From an optimization exercise on the open Yosys and OpenROAD flow, aimed at small area, a short achievable clock period and few clock cycles per item; shortcuts taken in it are not production practice.
At most, simulation tests tie the RTL to the original design; equivalence was not proved.

Setup of the previous run:
Design keyframe_displacement_test_core, start of the top module:
module keyframe_displacement_test_core
(
  input  wire logic        clk_i,
  input  wire logic        rst_ni,
  input  wire logic        in_valid,
  output logic             in_stall,
  input  wire logic [16:0] ref_x_i,
  input  wire logic [16:0] ref_y_i,
  input  wire logic [16:0] cur_x_i,
  input  wire logic [16:0] cur_y_i,
  input  wire logic        valid_req_i,
  input  wire logic        has_reference_i,
  input  wire logic        last_i,
  output logic             out_valid,
  input  wire logic        out_stall,
  output logic             is_keyframe_o,
  output logic [12:0]      match_count_o,
  output logic [29:0]      distance_sum_o,
  input  wire logic        cfg_valid,
  output logic             cfg_ready,
  input  wire logic [1:0]  cfg_index_i,
  input  wire logic [15:0] cfg_data_i
);
  logic [12:0] min_matches_q, width_q;
  logic [15:0] min_mean_q;
  logic [28:0] mw_q;         
  logic [3:0]  mul_cnt_q;    
  logic        mul_busy_q;
  logic        cfg_we_mw;
  assign cfg_ready = 1'b1;
  assign cfg_we_mw = cfg_valid && (cfg_index_i == 2'd1 || cfg_index_i == 2'd2);
  always_ff @(posedge clk_i or negedge rst_ni) begin
    if (!rst_ni) begin
      min_matches_q <= 13'd0;
      min_mean_q    <= 16'd0;
      width_q       <= 13'd640;
    end else if (cfg_valid) begin
      case (cfg_index_i)
        2'd0: min_matches_q <= cfg_data_i[12:0];
  ...
Size: about 1100 flip-flops, roughly 0.053 sq mm of cells after synthesis.
clock: 9.0 ns
lec_check: 0
cap_margin: 20
core_margin: 2
core_utilization: 60
cts_cluster_diameter: 100
cts_cluster_size: 25
slew_margin: 20
standard.sh (not shown) runs the stock make flow with config.mk's settings and CLKGATE_MAP_FILE= SYNTH_SCRIPT=/design/flow/synth_recipe.tcl, a recipe that flattens the netlist after the stock synthesis.
==> flow/flow/run.sh <==
#!/bin/bash
# The standard layout (standard.sh: ORFS from synthesis to the final
# layout, unchanged synthesis), with two settings changed through the
# environment:
#  - the port buffers that buffer_ports inserts on every input and output are
#    a plain buffer cell (buf_2) instead of the default choice;
#  - setup repair aims at 5.4 ns of slack on the 9 ns clock, so it keeps
#    improving paths down to about 3.6 ns.
# The make output goes to standard.log; ORFS keeps each step's own log under
# orfs/logs/.
export BUFFER_PORTS_ARGS="-buffer_cell sky130_fd_sc_hd__buf_2"
export SETUP_SLACK_MARGIN=5.4
bash standard.sh > standard.log 2>&1
Testbench counts of the previous run, summed over its fixed seeds: cycles 5,613, items 5,317.
Edits applied to the flow inputs when going from the previous run to the current run:
--- a/flow/design.v
+++ b/flow/design.v
@@ -44,40 +44,42 @@
       width_q       <= 13'd640;
     end else if (cfg_valid) begin
       case (cfg_index_i)
         2'd0: min_matches_q <= cfg_data_i[12:0];
         2'd1: min_mean_q    <= cfg_data_i;
         2'd2: width_q       <= cfg_data_i[12:0];
         default: ;
       endcase
     end
   end
-  logic [12:0] wsh_q;        
-  always_ff @(posedge clk_i) begin
-    if (cfg_we_mw) wsh_q <= (cfg_index_i == 2'd2) ? cfg_data_i[12:0] : width_q;
-    else           wsh_q <= {wsh_q[11:0], 1'b0};
-  end
+  logic mul_first_q;
+  logic wbit;
+  assign wbit = width_q[mul_cnt_q];
   always_ff @(posedge clk_i or negedge rst_ni) begin
     if (!rst_ni) begin
-      mw_q       <= 29'd0;
-      mul_cnt_q  <= 4'd0;
-      mul_busy_q <= 1'b0;
+      mul_cnt_q   <= 4'd12;
+      mul_busy_q  <= 1'b1;
+      mul_first_q <= 1'b1;
     end else if (cfg_we_mw) begin
-      mw_q       <= 29'd0;
-      mul_cnt_q  <= 4'd12;
-      mul_busy_q <= 1'b1;
+      mul_cnt_q   <= 4'd12;
+      mul_busy_q  <= 1'b1;
+      mul_first_q <= 1'b1;
     end else if (mul_busy_q) begin
-      mw_q       <= {mw_q[27:0], 1'b0} + (wsh_q[12] ? {13'd0, min_mean_q} : 29'd0);
-      mul_cnt_q  <= mul_cnt_q - 4'd1;
-      mul_busy_q <= (mul_cnt_q != 4'd0);
+      mul_cnt_q   <= mul_cnt_q - 4'd1;
+      mul_busy_q  <= (mul_cnt_q != 4'd0);
+      mul_first_q <= 1'b0;
     end
   end
+  always_ff @(posedge clk_i) begin
+    if (mul_busy_q && !cfg_we_mw)
+      mw_q <= (mul_first_q ? 29'd0 : {mw_q[27:0], 1'b0}) + (wbit ? {13'd0, min_mean_q} : 29'd0);
+  end
   logic in_xfer;
   assign in_xfer = in_valid && !in_stall;
   logic [17:0] s0_dx, s0_dy;
   logic s0_vr, s0_hr, s0_la;
   always_ff @(posedge clk_i or negedge rst_ni) begin
     if (!rst_ni) begin
       s0_vr <= 1'b0;
       s0_la <= 1'b0;
     end else begin
       s0_vr <= in_xfer && valid_req_i;
### Flow results
Floorplan row count (the current run vs. the previous run) decreases slightly
On post-synthesis simple-gate area fraction, the current run tracks the previous run almost exactly.
The lower part of the cycle the worst path needs came out of the previous run.
Compared with the previous run, the current run shows a lower synthesized area.
Cell area after layout in the current run vs the previous run: down 0.51%
Number of sinks on the clock net went down slightly going from the previous run to the current run.
Delta(depth of the worst register-to-register path, the current run - the previous run) > 0
Changes observed in the current run relative to the previous run: multi-input gate area in the final layout now smaller; routed length on met1 now smaller; clock period minus final worst setup slack now larger.
For the current run, only the layout was checked, not whether the RTL still works.

[re-timing with driven ports]
Ports are ideal in the flow. The routed layouts listed here were re-timed in OpenROAD.
Step 1 (the two cells are an assumption about what drives the block):
set clk [get_ports {clk_i}]
set_driving_cell -lib_cell sky130_fd_sc_hd__clkbuf_16 $clk
set_driving_cell -lib_cell sky130_fd_sc_hd__buf_2 [delete_from_list [all_inputs] $clk]
Step 2 times the ports against the registers' clock, not the clock port: input delays grow and output delays shrink by t, the midpoint of the rising clock arrivals with the driver on.
a / b / c = ideal / step 1 / step 2; a / b = the first two.
| run | t (ns) | slack for setup (ns) | worst setup path after step 2 | latest minus earliest clock arrival (ns) | slew at the worst register clock pin (ns) |
|---|---|---|---|---|---|
| the previous run | 0.700 | 5.450 / 5.450 / 4.933 | input to register | 0.024 / 0.025 | 0.10 / 0.10 |
| the current run | 0.717 | 5.231 / 5.231 / 4.878 | input to register | 0.028 / 0.028 | 0.11 / 0.11 |
After both steps setup and hold are still met in every run listed. The setup slack of the previous run, which loses most, moves by 0.000 ns with the drivers and by -0.517 ns with both steps.
